From an optimization exercise on the open Yosys and OpenROAD flow, aimed at small area and a short achievable clock period; shortcuts taken in it are not production practice.
Only simulation tests tie the RTL to the original design; equivalence was not proved.
Power figures rest on the tool's default switching activity, not on a simulated workload.

==> design.v <==
package trace_pkg;
  typedef enum logic [1:0] {
    ST_IDLE  = 2'd0,
    ST_ARMED = 2'd1,
    ST_POST  = 2'd2,
    ST_DUMP  = 2'd3
  } trace_state_e;
  localparam logic [1:0] TRIG_NOW  = 2'd0;
  localparam logic [1:0] TRIG_PC   = 2'd1;
  localparam logic [1:0] TRIG_MEMW = 2'd2;
  localparam logic [1:0] TRIG_EXT  = 2'd3;
  function automatic integer ENTRY_W(input integer state_w, input integer data_w);
    ENTRY_W = state_w + 2 * data_w;
  endfunction
endpackage
module trace_ram #(
  parameter int unsigned DEPTH = 64,
  parameter int unsigned WIDTH = 68
) (
  input  logic                       clk,
  input  logic                       i_we,
  input  logic [$clog2(DEPTH)-1:0]   i_waddr,
  input  logic [WIDTH-1:0]           i_wdata,
  input  logic [$clog2(DEPTH)-1:0]   i_raddr,
  output logic [WIDTH-1:0]           o_rdata
);
  logic [WIDTH-1:0] r_mem [DEPTH];
  always_ff @(posedge clk) begin
    if (i_we) r_mem[i_waddr] <= i_wdata;
  end
  assign o_rdata = r_mem[i_raddr];
endmodule
module cpu_trace_buffer #(
  parameter int unsigned DATA_W  = 32,
  parameter int unsigned STATE_W = 4,
  parameter int unsigned DEPTH   = 64,
  parameter int unsigned CNT_W   = $clog2(DEPTH + 1)
) (
  input  logic                        clk,
  input  logic                        reset,
  input  logic                        arm,
  input  logic                        mode,
  input  logic [1:0]                  trig_sel,
  input  logic [DATA_W-1:0]           trig_val,
  input  logic                        trig_in,
  input  logic [CNT_W-1:0]            post_cnt,
  input  logic [DATA_W-1:0]           PC,
  input  logic [DATA_W-1:0]           Instr,
  input  logic [STATE_W-1:0]          state,
  input  logic                        IRWrite,
  input  logic                        MemWrite,
  input  logic [DATA_W-1:0]           Adr,
  output logic                        out_valid,
  input  logic                        out_ready,
  output logic [STATE_W+2*DATA_W-1:0] out_data,
  output logic                        out_last,
  output logic                        busy,
  output logic                        triggered,
  output logic [CNT_W-1:0]            count
);
  localparam int unsigned AW  = $clog2(DEPTH);
  localparam int unsigned EW  = trace_pkg::ENTRY_W(STATE_W, DATA_W);
  trace_pkg::trace_state_e      r_fsm;
  logic [AW-1:0]     r_wr_ptr;
  logic [AW-1:0]     r_rd_ptr;
  logic [CNT_W-1:0]  r_count;
  logic [CNT_W-1:0]  r_remaining;
  logic [CNT_W-1:0]  r_cnt_left;
  logic              r_triggered;
  logic              r_mode_q;
  logic [1:0]        r_sel_q;
  logic [DATA_W-1:0] r_val_q;
  logic              r_out_valid;
  logic              r_out_last;
  logic              r_busy;
  logic              w_capturing;
  logic              w_sample;
  logic              w_trig_hit;
  logic              w_enter_dump;
  logic              w_arm_ok;
  logic [AW-1:0]     w_wr_ptr_inc;
  logic [CNT_W-1:0]  w_count_inc;
  logic [CNT_W-1:0]  w_post_clamp;
  logic [EW-1:0]     w_rd_data;
  assign w_arm_ok     = arm && (r_fsm != trace_pkg::ST_DUMP);
  assign w_capturing  = (r_fsm == trace_pkg::ST_ARMED) || (r_fsm == trace_pkg::ST_POST);
  assign w_sample     = w_capturing && (r_mode_q ? IRWrite : 1'b1) && !arm;
  assign w_wr_ptr_inc = r_wr_ptr + AW'(1);
  assign w_count_inc  = (r_count == CNT_W'(DEPTH)) ? r_count : r_count + CNT_W'(1);
  assign w_post_clamp = (post_cnt > CNT_W'(DEPTH - 1)) ? CNT_W'(DEPTH - 1) : post_cnt;
  assign w_enter_dump = w_sample &&
                        (((r_fsm == trace_pkg::ST_ARMED) && w_trig_hit && (r_remaining == '0)) ||
                         ((r_fsm == trace_pkg::ST_POST) && (r_remaining == CNT_W'(1))));
  always_comb begin
    w_trig_hit = 1'b0;
    case (r_sel_q)
      trace_pkg::TRIG_NOW:  w_trig_hit = 1'b1;
      trace_pkg::TRIG_PC:   w_trig_hit = (PC == r_val_q);
      trace_pkg::TRIG_MEMW: w_trig_hit = MemWrite && (Adr == r_val_q);
      trace_pkg::TRIG_EXT:  w_trig_hit = trig_in;
      default:   w_trig_hit = 1'b0;
    endcase
  end
  always_ff @(posedge clk or posedge reset) begin
    if (reset) begin
      r_fsm       <= trace_pkg::ST_IDLE;
      r_wr_ptr    <= '0;
      r_rd_ptr    <= '0;
      r_count     <= '0;
      r_remaining <= '0;
      r_cnt_left  <= '0;
      r_triggered <= 1'b0;
      r_mode_q    <= 1'b0;
      r_sel_q     <= '0;
      r_val_q     <= '0;
      r_out_valid <= 1'b0;
      r_out_last  <= 1'b0;
      r_busy      <= 1'b0;
    end else if (w_arm_ok) begin
      r_fsm       <= trace_pkg::ST_ARMED;
      r_wr_ptr    <= '0;
      r_count     <= '0;
      r_triggered <= 1'b0;
      r_mode_q    <= mode;
      r_sel_q     <= trig_sel;
      r_val_q     <= trig_val;
      r_remaining <= w_post_clamp;
      r_busy      <= 1'b1;
      r_out_valid <= 1'b0;
      r_out_last  <= 1'b0;
    end else begin
      if (w_sample) begin
        r_wr_ptr <= w_wr_ptr_inc;
        r_count  <= w_count_inc;
      end
      case (r_fsm)
        trace_pkg::ST_ARMED: begin
          if (w_sample && w_trig_hit) begin
            r_triggered <= 1'b1;
            if (r_remaining != '0) r_fsm <= trace_pkg::ST_POST;
          end
        end
        trace_pkg::ST_POST: begin
          if (w_sample) r_remaining <= r_remaining - CNT_W'(1);
        end
        trace_pkg::ST_DUMP: begin
          if (out_ready) begin
            r_rd_ptr   <= r_rd_ptr + AW'(1);
            r_cnt_left <= r_cnt_left - CNT_W'(1);
            r_out_last <= (r_cnt_left == CNT_W'(2));
            if (r_cnt_left == CNT_W'(1)) begin
              r_fsm       <= trace_pkg::ST_IDLE;
              r_out_valid <= 1'b0;
              r_out_last  <= 1'b0;
            end
          end
        end
        default: ;
      endcase
      if (w_enter_dump) begin
        r_fsm       <= trace_pkg::ST_DUMP;
        r_busy      <= 1'b0;
        r_out_valid <= 1'b1;
        r_out_last  <= (w_count_inc == CNT_W'(1));
        r_cnt_left  <= w_count_inc;
        r_rd_ptr    <= (w_count_inc < CNT_W'(DEPTH)) ? '0 : w_wr_ptr_inc;
      end
    end
  end
  trace_ram #(
    .DEPTH (DEPTH),
    .WIDTH (EW)
  ) u_ram (
    .clk     (clk),
    .i_we    (w_sample),
    .i_waddr (r_wr_ptr),
    .i_wdata ({state, PC, Instr}),
    .i_raddr (r_rd_ptr),
    .o_rdata (w_rd_data)
  );
  assign out_valid = r_out_valid;
  assign out_data  = r_out_valid ? w_rd_data : '0;
  assign out_last  = r_out_last;
  assign busy      = r_busy;
  assign triggered = r_triggered;
  assign count     = r_count;
endmodule
==> run.sh <==
#!/bin/bash
# synth_recipe.tcl (not shown) runs the flow's synth.tcl, then flattens the netlist and writes it again
# the make line also repeats each setting of config.mk as NAME=value (left out here)
make -C /OpenROAD-flow-scripts/flow DESIGN_CONFIG=/design/flow/config.mk WORK_HOME=/design/flow/orfs CLKGATE_MAP_FILE= SYNTH_SCRIPT=/design/flow/synth_recipe.tcl finish
==> config.mk <==
export PLATFORM = sky130hd
export DESIGN_NAME = cpu_trace_buffer
export DESIGN_NICKNAME = cpu_trace_buffer
export VERILOG_FILES = /design/flow/design.v
export SDC_FILE = /design/flow/constraint.sdc
export NUM_CORES = 4
export LEC_CHECK = 0
export CAP_MARGIN = 20
export CORE_MARGIN = 2
export CORE_UTILIZATION = 55
export PLACE_DENSITY = 0.65
export SLEW_MARGIN = 20
export SYNTH_MEMORY_MAX_BITS = 8192
==> constraint.sdc <==
create_clock -name core_clock -period 6.0 [get_ports {clk}]
set_input_delay 1.2000 -clock core_clock [delete_from_list [all_inputs] [get_ports {clk}]]
set_output_delay 1.2000 -clock core_clock [all_outputs]
set_load 0.01 [all_outputs]
==> summary.txt <==
switch share 26.86%; final hold vios 0; initial core utilization 55.32%; Max clock buf depth 4; number of synthesized flops with an enable pin 4352; ys flop type edfxtp_1; global-route congestion overflow total 0; Max Fclk 168.4 MHz; nets@finish roughly 7.6k; first-pass GRT wire length approximately 640000 microns; Finished Core Util 63.42%; Worst slew margin between 20 and 30%; cts repair resizes 0; Die Wd between 500 and 600 microns; clk latency of the worst-skew pair approximately 0.99 ns; fin area 194300 sq um; WL final about 470000 microns; Crit Path Max Fanout 22; post-layout power 83.70 mW; Crit Path Class reg2out; synthesized area roughly 170000 sq um; clk sinks between 4k and 5k; initial drt markers 13.20k; core area 306300 sq um; crit path cell chain buf_4 -> mux4_2 -> mux4_2 -> mux4_2 -> and2_1 -> clkdlybuf4s50_1; outcome no timing/DRC/antenna violations; fin crit share 98.99%; FFs w/ async S/R, synth 1.672%; H-tree depth 5; min cycle time layout 5.939 ns; Reg-to-Reg Start r_fsm[0]; port bufs 227; Final setup violation count 0; VDD IR max 0.3160 mV; ratio of cells with drive above 1 in the final layout 32.31%; Clock power frac 31.7%; Seq/Total Area, Yosys 78.21%; Arr. time, crit path 4.74 ns; crit-path leading delay family multiplexers; Worst path max stage delay 0.91 ns; Fin Setup TNS 0 ns; MaxCap Viol Count 0; cts hold-fix bufs 0; DIE HEIGHT approximately 560 microns; Worst Path Buf+Inv 2; 1st-pass router iterations 5; Syn Area/Cell 25.05 sq um; most used cell, CP mux4_2; Least-Margin Pin Slew 1.116 ns; Critical-path top delay cell dfrtp_4; Final Skew between 0.04 and 0.05 ns; Unique masters post-synth 43; Setup crit end kind output port; hold crit path type reg2reg; vias in the first global route roughly 80k; Required @ worst endpoint 4.80 ns; Top-Level Pins 228; start point of the critical path r_rd_ptr[1]; Via density 6.832; cell count after synthesis 6766; sequential share of power 41.7%; CTS tree done; final hold slack between 0.5 and 0.6 ns; GRT Overall Usage 29.69%; Die ar. 312600 sq um; Internal Dissipation between 60 and 70 mW; synthesized flop and latch total 4426; root buf cell clkbuf_16; Post-CTS Setup Repair Bufs 5; Comb power frac 26.5%; layout overhead on the synthesized area 14.63%; RSZ-0062 raised after global routing false; Final HPWL DP 229800 microns; routability cong. 0.7992; PwrDens 430.9 nW/um^2; initial antenna violation count 31; DP Area 180400 sq um; Hold Startpoint r_busy; max-slew violation count 0; fillers around 20k; clk slew on worst S/H paths 0.06 ns; # rows 203; Post-route DRC 0; via count 81.37k; crit start category register; Leakage Power about 60 nW; remaining antenna violation count after routing 0; CTS buffer count 432; largest net degree at the start of global routing 89; sw power roughly 22 mW; post-synth net total slightly below 7k; wire per inst approximately 39 microns; yosys warns 2
-- state kept, by name, indices dropped and copies added (netlist names), 2 cells and up --
signal       count
u_ram.r_mem   4352
r_val_q         32
r_cnt_left       7
r_count          7
r_remaining      7
r_rd_ptr         6
r_wr_ptr         6
r_fsm            2
r_sel_q          2
-- logic make-up after synthesis --
family	share of synthesized area (%)
AOI/OAI and AO/OA	0.1861
xor gates and xnor gates	0.4445
adders and majority gates	0.09599
buffers and inverters	0.9377
DFF	78.21
muxes	19.08
and+or+nand+nor	1.045
-- worst register-to-register path, stage by stage (launching register included) --
cell and delay (ns):
dfrtp_1 0.44, inv_1 0.12, ha_1 0.31, nor2_1 0.12
o21a_1 0.13, buf_4 0.20, nand3_1 0.70, nor2_4 1.07
buf_12 0.38
-- Yosys cell counts (all sizes together) (6+ instances only) --
master | count | area share, %
edfxtp | 4352 | 77
mux4 | 1428 | 19
clkbuf | 213 | 0.47
buf | 143 | 0.44
nand2 | 142 | 0.31
nor2 | 82 | 0.18
dfrtp | 74 | 1.1
and2 | 69 | 0.25
xor2 | 67 | 0.35
o21ai | 24 | 0.071
nand3 | 19 | 0.056
xnor2 | 19 | 0.098
nor4 | 17 | 0.063
mux2i | 14 | 0.083
ha | 13 | 0.096
inv | 11 | 0.024
a21oi | 10 | 0.030
nor3 | 10 | 0.030
nand4 | 9 | 0.033
nor2b | 6 | 0.022
o31ai | 6 | 0.027
or2 | 6 | 0.022
-- cell type report --
cell class | count | area (sq um) | share of cell area (%)
clock inverter | 241 | 2385 | 1.228
multi-input combinational | 1973 | 35830 | 18.44
tap | 4100 | 5130 | 2.641
inverter | 11 | 42.54 | 0.02190
antenna | 5 | 12.51 | 0.006441
timing repair buffer | 609 | 6954 | 3.580
sequential | 4426 | 132600 | 68.24
clock buffer | 546 | 11340 | 5.838
-- layout by cell type, fill, tap and decap left out, types with 7 or more instances in the layout --
cell | Yosys | layout
nor2_4 | 0 | 64
nand2_1 | 142 | 142
buf_2 | 103 | 47
ha_1 | 13 | 13
and2_1 | 69 | 69
clkinv_2 | 0 | 69
dfrtp_1 | 74 | 67
bufinv_16 | 0 | 40
buf_12 | 0 | 164
dfrtp_4 | 0 | 7
mux2i_1 | 14 | 14
buf_4 | 0 | 219
nand4_1 | 9 | 9
clkbuf_1 | 213 | 106
clkinv_1 | 0 | 102
nor2_1 | 82 | 18
o21ai_0 | 24 | 23
clkdlybuf4s50_1 | 0 | 179
mux4_2 | 1428 | 1428
nor4_1 | 17 | 17
xnor2_1 | 19 | 19
nand3_1 | 19 | 19
nor3_1 | 10 | 10
xor2_1 | 67 | 67
clkbuf_16 | 0 | 434
a21oi_1 | 10 | 10
inv_1 | 11 | 10
edfxtp_1 | 4352 | 4352
inv_6 | 0 | 10
-- power by group through the flow --
| stage | registers, mW | logic (mW) | clock network (mW) |
|---|---|---|---|
| floorplan | 35.2 | 15.7 | 0 |
| global placement | 35.6 | 22.1 | 0 |
| detailed placement | 35.7 | 22.2 | 0 |
| CTS | 35.0 | 22.4 | 26.9 |
| global route | 34.9 | 23.4 | 28.1 |
| finish | 34.9 | 22.2 | 26.6 |
-- worst paths after layout --
check | end | slack, ns | cells after the start
min in group asynchronous | r_out_last | 0.66 | 2
max in group asynchronous | r_val_q[30] | 4.36 | 3
worst max-delay path | out_data[54] | 0.06 | 6
worst min register to register | r_busy | 0.50 | 1
worst max register to register | u_ram.r_mem[12][27] | 2.09 | 8
worst min-delay path | r_busy | 0.50 | 1
-- layer usage --
layer / vias up / routed length, microns / global-route usage, %
met1: 44830 / 179500 / 44.21
met4: 10 / 11970 / 7.322
met5: - / 59 / 0
li1: 30760 / - / -
met2: 5095 / 222000 / 46.18
met3: 671 / 52010 / 5.740
-- through the flow --
stage	setup WS [ns]	std cells
5_1_grt	0.02304	11910
3_3_place_gp	1.004	11110
4_1_cts	0.04287	11910
6_report	0.06052	11910
2_1_floorplan	0.5917	6766
3_5_place_dp	0.9827	11110

## re-timing with driven ports
In the flow no input, the clock included, has a driving cell. The finished layout below was timed again as built, in two steps. Step 1: set_driving_cell puts a clkbuf_16 on clk and a buf_2 on each other input, an assumption about the parent block. Step 2, shift: input delay + t, output delay - t, t = (earliest + latest rising clock arrival at the registers) / 2. This alone moves slack from input paths to output paths. Three values: no drivers, after step 1, after step 2; two values: the first two.
shift t [ns]: 1.057
setup WS [ns]: 0.061 / -0.047 / 1.010
slew at the worst register clock pin (ns): 0.07 / 0.07
After both steps this run still meets setup and hold. The setup slack of this run moves by -0.108 ns with the drivers and by +0.949 ns with both steps.
